Source: an optimization exercise on an open RTL-to-GDS flow (aim: small area). Production flows keep margins and buffers that such runs may drop. Only simulation tests tie the RTL to the original design; equivalence was not proved. Power figures rest on the tool's default switching activity, not on a simulated workload.

==> willow <==
## pe_debug_top
module pe_debug_top (
  input  logic                i_clk,
  input  logic                i_rst_n,
  input  logic                i_cs,
  input  logic                i_wr_rd,
  input  dbg_pkg::bus_addr_t  i_addr,
  input  dbg_pkg::bus_data_t  i_wdata,
  output logic                o_ack_n,
  output dbg_pkg::bus_data_t  o_rdata,
  input  dbg_pkg::ready_t     i_rx_inc,
  input  logic                i_mux_inc_dra,
  input  logic                i_mux_inc_dma,
  input  logic                i_mux_inc_conf,
  input  dbg_pkg::pe_vec_t    i_dist_inc,
  input  dbg_pkg::ready_t     i_peri_ready,
  input  dbg_pkg::pe_irq_t    i_pe_irq0,
  input  dbg_pkg::pe_irq_t    i_pe_irq1,
  input  dbg_pkg::pe_irq_t    i_pe_irq2,
  input  dbg_pkg::state_nib_t i_mux_state,
  input  dbg_pkg::usedw7_t    i_usedw_dma,
  input  dbg_pkg::usedw7_t    i_usedw_dra,
  input  dbg_pkg::usedw7_t    i_usedw_conf,
  input  logic                i_dist_state,
  input  dbg_pkg::state_nib_t i_out_state,
  input  dbg_pkg::pe_vec_t    i_dma_alf,
  input  dbg_pkg::usedw30_t   i_usedw_dmawr,
  input  dbg_pkg::usedw30_t   i_usedw_pbufrd,
  input  dbg_pkg::bus_data_t  i_pe_reg_value0,
  input  dbg_pkg::bus_data_t  i_pe_reg_value1,
  input  dbg_pkg::bus_data_t  i_pe_reg_value2,
  input  dbg_pkg::bus_data_t  i_pc0,
  input  dbg_pkg::bus_data_t  i_pc1,
  input  dbg_pkg::bus_data_t  i_pc2,
  output dbg_pkg::reg_id_t    o_pe_reg_id0,
  output dbg_pkg::reg_id_t    o_pe_reg_id1,
  output dbg_pkg::reg_id_t    o_pe_reg_id2
);
  localparam int NC = 10;
  localparam int LW = 4;
  localparam int UW = 32 - LW;
  logic [2:0] st_q;
  logic       ack_q;      
  logic       idle;
  logic       accept;
  dbg_pkg::region_t region;
  dbg_pkg::offset_t off;
  logic             is_core;
  assign region  = i_addr[19:16];
  assign off     = i_addr[2:0];
  assign is_core = (region == dbg_pkg::REGION_CORE);
  assign idle    = (st_q == 3'd0) && !ack_q;
  assign accept  = idle && !i_cs;
  always_ff @(posedge i_clk or negedge i_rst_n) begin
    if (!i_rst_n) begin
      st_q  <= 3'd0;
      ack_q <= 1'b0;
    end else begin
      case (st_q)
        3'd0: begin
          if (accept) st_q <= (is_core && !i_wr_rd) ? 3'd1 : 3'd4;
          if (ack_q && i_cs) ack_q <= 1'b0;
        end
        3'd4: begin
  ...
Settings: LEC_CHECK=0, CAP_MARGIN=20, CORE_MARGIN=2, CORE_UTILIZATION=60, SLEW_MARGIN=20; clock period 5.0 ns.
standard.sh (not shown) runs the stock make flow with config.mk's settings and CLKGATE_MAP_FILE= SYNTH_SCRIPT=/design/flow/synth_recipe.tcl, a recipe that flattens the netlist after the stock synthesis.
==> flow/flow/run.sh <==
#!/bin/bash
# Standard layout (standard.sh, its synthesis unchanged) with three changes:
#  - after synthesis, every combinational cell is swapped to the smallest
#    drive strength of its family (downsize.tcl); the flow's own repair
#    steps upsize again where timing needs it. Registers are left as they are;
#  - port buffers are plain buf_1 cells instead of the delay buffers
#    buffer_ports picks by default;
#  - clock tree built from clkbuf_4 with small sink clusters and no dummy
#    loads.
# Each tool's full output goes to a log of its own in this folder; each ORFS
# step also writes its own log under orfs/logs.
set -euo pipefail
export BUFFER_PORTS_ARGS="-buffer_cell sky130_fd_sc_hd__buf_1"
export CTS_ARGS="-sink_clustering_enable -repair_clock_nets -dont_use_dummy_load -buf_list {sky130_fd_sc_hd__clkbuf_4} -sink_clustering_size 8 -sink_clustering_max_diameter 40"
bash standard.sh synth > standard_synth.log 2>&1
R=orfs/results/sky130hd/pe_debug_top/base
cat > downsize_run.tcl <<EOT
read_db $R/1_synth.odb
source flow/downsize.tcl
write_db $R/1_synth.odb
EOT
openroad -no_init -exit downsize_run.tcl > downsize.log 2>&1
bash standard.sh > standard_flow.log 2>&1
==> flow/flow/downsize.tcl <==
# Swap every combinational cell of the synthesized netlist to the smallest
# drive strength of the same cell family (same function and pins); the
# flow's repair steps upsize again where timing needs it. Registers are kept.
set db [ord::get_db]
set block [ord::get_db_block]
set dont_use {}
# smallest master per family (name without the _N drive suffix)
array set best {}
foreach lib [$db getLibs] {
  foreach m [$lib getMasters] {
    set n [$m getName]
    if {![regexp {^(sky130_fd_sc_hd__[a-z0-9]+)_([0-9]+)$} $n -> fam drv]} { continue }
    if {[lsearch -exact $dont_use $n] >= 0} { continue }
    set a [expr {[$m getWidth] * [$m getHeight]}]
    if {![info exists best($fam)] || $a < [lindex $best($fam) 1]} {
      set best($fam) [list $m $a]
    }
  }
}
set nswap 0
foreach inst [$block getInsts] {
  set m [$inst getMaster]
  set n [$m getName]
  if {![regexp {^(sky130_fd_sc_hd__[a-z0-9]+)_([0-9]+)$} $n -> fam drv]} { continue }
  # keep registers, clock gates, latches as they are
  if {[regexp {__(df|edf|sdf|dl|sdl|ebuf|einv)} $n]} { continue }
  set bm [lindex $best($fam) 0]
  if {[$bm getName] ne $n} {
    $inst swapMaster $bm
    incr nswap
  }
}
puts "downsize: swapped $nswap cells"
==> raven (differences from willow) <==
--- a/flow/design.v
+++ b/flow/design.v
@@ -118,41 +118,40 @@
     end else if (accept && is_core && !i_wr_rd) begin
       reg_id_q <= i_addr[13:8];
     end
   end
   assign o_pe_reg_id0 = reg_id_q;
   assign o_pe_reg_id1 = reg_id_q;
   assign o_pe_reg_id2 = reg_id_q;
   logic [NC-1:0] asel;       
-  logic [3:0]    aidx;       
   logic [NC-1:0] ev;
   logic [NC-1:0] wr;         
-  logic          is_cnt;     
-  logic          wen;        
-  logic [NC-1:0] pos_sel;    
-  logic [NC-1:0] rd_sel;
-  logic [NC-1:0] wplace;     
-  logic [NC-1:0] at9;        
-  logic [NC-1:0] up_wr;      
+  logic [NC-1:0] ptr_sel;
+  logic [NC-1:0] aidx_sel;
+  logic [NC-1:0] up_sel;
+  logic [NC-1:0] svc;
+  logic [NC-1:0] load;
   logic [LW-1:0] lo_q [NC];
-  logic [UW-1:0] ring_q [NC];
+  logic [UW-1:0] up_q [NC];
   logic [NC-1:0] pend_q;
   logic [NC-1:0] vld_q;
-  logic [NC-1:0] ph_q;
+  logic [3:0]    ptr_q;
+  logic [3:0]    aidx_q;     
   logic          cnt_q;      
+  logic          wr_q;       
   logic          fix_q;      
   logic          ans;        
   logic [LW-1:0] m_lo;
   logic          m_pend;
+  logic [UW-1:0] m_up;
   logic          m_vld;
-  logic [UW-1:0] m_up;
-  logic          s_pend;
-  logic          s_vld;
-  logic [UW-1:0] s_up;
+  logic [UW-1:0] up_inc;
+  logic [UW-1:0] up_bus;
+  logic [3:0]    aidx;
   assign ev = {i_dist_inc, i_mux_inc_conf, i_mux_inc_dma, i_mux_inc_dra, i_rx_inc};
   always_comb begin
     asel = '0;
     aidx = 4'd0;
     if (region == dbg_pkg::REGION_PKT) begin
       case (off)
         3'd6:    ;
         3'd7:    begin asel[6] = 1'b1; aidx = 4'd6; end
@@ -162,87 +161,77 @@
       case (off)
         3'd0: begin asel[7] = 1'b1; aidx = 4'd7; end
         3'd1: begin asel[8] = 1'b1; aidx = 4'd8; end
         3'd2: begin asel[9] = 1'b1; aidx = 4'd9; end
         default: ;
       endcase
     end
   end
-  assign is_cnt = (asel != '0);
-  assign ans    = (st_q == 3'd4) && cnt_q;
-  assign wr     = (accept && i_wr_rd) ? asel : '0;
-  assign wen    = (accept || ans) && i_wr_rd && is_cnt;
+  assign ans = (st_q == 3'd4) && cnt_q;
+  assign wr  = (accept && i_wr_rd) ? asel : '0;
   always_ff @(posedge i_clk or negedge i_rst_n) begin
     if (!i_rst_n) begin
-      ph_q <= NC'(1);
-    end else begin
-      ph_q <= {ph_q[NC-2:0], ph_q[NC-1]};
+      ptr_q <= '0;
+    end else if (!ans) begin
+      ptr_q <= (ptr_q >= 4'(NC - 1)) ? '0 : ptr_q + 4'd1;
     end
   end
   always_comb begin
-    for (int p = 0; p < NC; p++) begin
-      pos_sel[p] = 1'b0;
-      for (int c = 0; c < NC; c++) begin
-        pos_sel[p] = pos_sel[p] | (asel[c] & ph_q[(p - c + NC) % NC]);
-      end
-      at9[p] = ph_q[NC - 1 - p];
-    end
-  end
-  always_comb begin
-    wplace = '0;
-    for (int p = 1; p < NC; p += 2) begin
-      wplace[p] = wen && pos_sel[p-1];
-    end
-  end
-  assign up_wr = (wen && (pos_sel[0] | pos_sel[2] | pos_sel[4] | pos_sel[6] | pos_sel[8])) ? asel : '0;
-  assign rd_sel = pos_sel & {NC{m_vld}};
+    for (int k = 0; k < NC; k++) begin
+      ptr_sel[k]  = (ptr_q == 4'(k));
+      aidx_sel[k] = (aidx_q == 4'(k));
+    end
+  end
+  assign up_sel = ans ? aidx_sel : ptr_sel;
+  assign svc    = ans ? '0 : (ptr_sel & pend_q);
+  assign load   = svc | ((ans && wr_q) ? aidx_sel : '0);
   always_comb begin
     m_lo   = '0;
     m_pend = 1'b0;
+    m_up   = '0;
     m_vld  = 1'b0;
-    s_pend = 1'b0;
-    s_vld  = 1'b0;
-    m_up   = '0;
     for (int k = 0; k < NC; k++) begin
       m_lo   = m_lo   | (lo_q[k] & {LW{asel[k]}});
       m_pend = m_pend | (pend_q[k] & asel[k]);
-      m_vld  = m_vld  | (vld_q[k] & asel[k]);
-      s_pend = s_pend | (pend_q[k] & at9[k]);
-      s_vld  = s_vld  | (vld_q[k] & at9[k]);
-      m_up   = m_up   | (ring_q[k] & {UW{rd_sel[k]}});
-    end
-  end
-  assign s_up = (ring_q[NC-1] & {UW{s_vld}}) + UW'(s_pend);
+      m_up   = m_up   | (up_q[k] & {UW{up_sel[k]}});
+      m_vld  = m_vld  | (vld_q[k] & up_sel[k]);
+    end
+  end
+  assign up_inc = (m_up & {UW{m_vld}}) + UW'(ans ? fix_q : 1'b1);
+  assign up_bus = ans ? i_wdata[31:LW] : up_inc;
   always_ff @(posedge i_clk) begin
-    ring_q[0] <= s_up;
-    for (int p = 1; p < NC; p++) begin
-      ring_q[p] <= wplace[p] ? i_wdata[31:LW] : ring_q[p-1];
-    end
-  end
-  always_ff @(posedge i_clk) begin
-    cnt_q <= is_cnt;
-    fix_q <= m_pend;
+    if (accept) begin
+      aidx_q <= aidx;
+      cnt_q  <= (asel != '0);
+      wr_q   <= i_wr_rd;
+      fix_q  <= m_pend && !((asel & svc) != '0);
+    end
   end
   for (genvar k = 0; k < NC; k++) begin : g_cnt
     always_ff @(posedge i_clk or negedge i_rst_n) begin
       if (!i_rst_n) begin
         lo_q[k]   <= '0;
         pend_q[k] <= 1'b0;
         vld_q[k]  <= 1'b0;
       end else begin
         if (wr[k]) begin
           lo_q[k] <= i_wdata[LW-1:0];
         end else if (ev[k]) begin
           lo_q[k] <= lo_q[k] + LW'(1);
         end
-        pend_q[k] <= !wr[k] && ((ev[k] && (&lo_q[k])) || (pend_q[k] && !at9[k]));
-        if (at9[k] || up_wr[k]) begin
+        pend_q[k] <= !wr[k] && ((ev[k] && (&lo_q[k])) || (pend_q[k] && !svc[k]));
+        if (load[k]) begin
           vld_q[k] <= 1'b1;
         end
+      end
+    end
+    always_ff @(posedge i_clk) begin
+      if (load[k]) begin
+        up_q[k] <= up_bus;
       end
     end
   end
   logic s_irq, s_r7_6, s_cnt, s_r8_3, s_r8_6, s_r8_7, s_probe;
   logic [5:0] s_pe;
   dbg_pkg::bus_data_t word;
   assign s_irq   = (region == dbg_pkg::REGION_IRQ);
   assign s_r7_6  = (region == dbg_pkg::REGION_PKT) && (off == 3'd6);
@@ -254,26 +243,26 @@
   assign s_pe[1] = s_probe && (off == 3'd1);
   assign s_pe[2] = s_probe && (off == 3'd2);
   assign s_pe[3] = s_probe && (off == 3'd4);
   assign s_pe[4] = s_probe && (off == 3'd5);
   assign s_pe[5] = s_probe && (off == 3'd6);
   assign word = ({32{s_irq}}  & {11'b0, i_peri_ready, i_pe_irq0, i_pe_irq1, i_pe_irq2}) |
                 ({32{s_r7_6}} & {4'b0, i_mux_state, 1'b0, i_usedw_dma,
                                  1'b0, i_usedw_dra, 1'b0, i_usedw_conf}) |
-                {m_up, m_lo} |
+                {{UW{1'b0}}, m_lo} |
                 ({32{s_r8_3}} & {15'b0, i_dist_state, 4'b0, i_out_state, 5'b0, i_dma_alf}) |
                 ({32{s_r8_6}} & {2'b0, i_usedw_dmawr}) |
                 ({32{s_r8_7}} & {2'b0, i_usedw_pbufrd}) |
                 ({32{s_pe[0]}} & i_pe_reg_value0) |
                 ({32{s_pe[1]}} & i_pe_reg_value1) |
                 ({32{s_pe[2]}} & i_pe_reg_value2) |
                 ({32{s_pe[3]}} & i_pc0) |
                 ({32{s_pe[4]}} & i_pc1) |
                 ({32{s_pe[5]}} & i_pc2);
   always_ff @(posedge i_clk) begin
     if (idle || st_q == 3'd2) begin
       o_rdata <= word;
-    end else if (ans && fix_q) begin
-      o_rdata[31:LW] <= o_rdata[31:LW] + UW'(1);
+    end else if (ans) begin
+      o_rdata[31:LW] <= up_inc;
     end
   end
 endmodule
CORE_UTILIZATION = 40   (was 60)
==> maple (differences from willow) <==
==> flow/flow/run.sh (replaced) <==
#!/bin/bash
# Standard layout (standard.sh, unchanged synthesis) with two changes:
#  - port buffers are plain buf_1 cells instead of the delay buffers
#    buffer_ports picks by default;
#  - clock tree built from clkbuf_4 with small sink clusters and no dummy
#    loads.
# standard.sh's full output goes to standard_flow.log; each ORFS step also
# writes its own log under orfs/logs.
set -euo pipefail
export BUFFER_PORTS_ARGS="-buffer_cell sky130_fd_sc_hd__buf_1"
export CTS_ARGS="-sink_clustering_enable -repair_clock_nets -dont_use_dummy_load -buf_list {sky130_fd_sc_hd__clkbuf_4} -sink_clustering_size 8 -sink_clustering_max_diameter 40"
bash standard.sh > standard_flow.log 2>&1
CORE_UTILIZATION = 40   (was 60)
removed: flow/flow/downsize.tcl
==> qor summary <==
quantity	maple	raven	willow
Run status	timing/DRC/antenna clean	timing/DRC/antenna clean	timing/DRC/antenna clean
Global routing usage on met3	6.373%	6.209%	9.343%
Stages on the worst setup path	13	13	12
Measured slew at the worst slew-check pin	1.188 ns	1.014 ns	1.168 ns
Routed vias/inst	6.280	6.201	6.886
CP startpoint	i_addr[0]	st_q[0]$_DFFE_PN0P_	i_addr[0]
Clock slew at reported path FFs	0.10 ns	0.10 ns	0.09 ns
Worst min-delay path startpoint	ring_q[7][23]$_DFF_P_	i_addr[9]	-
Final weighted congestion in routability-driven placement	1.008	1.020	1.032
Fraction of post-synthesis cell area in the top cell type by area	31.17%	-	31.17%
Final sequential cell count	394	393	394
Cell Pwr Density	385.7 nW/um^2	617.5 nW/um^2	382.9 nW/um^2
Combinational logic power	2.38 mW	6.12 mW	2.28 mW
Average wire per standard cell	28.25 um	28.67 um	27.16 um
X dimension of the die	216.8 um	219.4 um	176.9 um
DR top layer	met4	met5	met4
Die ar.	47000 sq um	48150 sq um	31310 sq um
Internal power component	5.235 mW	7.930 mW	5.120 mW
Post-Synth Simple-Gate Area	11.09%	-	11.09%
Clock buffer count	67	68	58
Hold Worst Slack	0.2920 ns	0.4276 ns	0.2795 ns
Clock net sink count	394	393	394
Cell type with the highest aggregate area in the netlist	sky130_fd_sc_hd__dfxtp_1	-	sky130_fd_sc_hd__dfxtp_1
Mux cell area share after synthesis	9.753%	-	9.753%
Combined area of the multi-input logic cells	8942 sq um	6842 sq um	8885 sq um
Share of the yosys chip area belonging to registers	47.53%	-	47.53%

port drivers added, routing unchanged:
Ports are ideal in the flow. The routed layouts listed here were re-timed in OpenROAD. Step 1: set_driving_cell puts a clkbuf_16 on i_clk and a buf_2 on each other input, an assumption about the parent block. Step 2 moves the port delays by t, midway between the first and last clock arrival at a register: inputs arrive t later, outputs are due t later. That takes back most of the time a late clock gives input paths. Three values: ideal ports, drivers, drivers and shift; two values: the first two.
run | t, ns | setup slack, ns | latest minus earliest clock arrival (ns)
willow | 0.750 | 0.753 / 0.772 / 0.022 | 0.118 / 0.117
raven | 0.774 | 0.288 / 0.288 / 0.288 | 0.113 / 0.112
maple | 0.780 | 0.774 / 0.782 / 0.001 | 0.097 / 0.097
After both steps every run listed still meets setup and hold. The setup slack of maple, which loses most, moves by +0.008 ns with the drivers and by -0.773 ns with both steps.
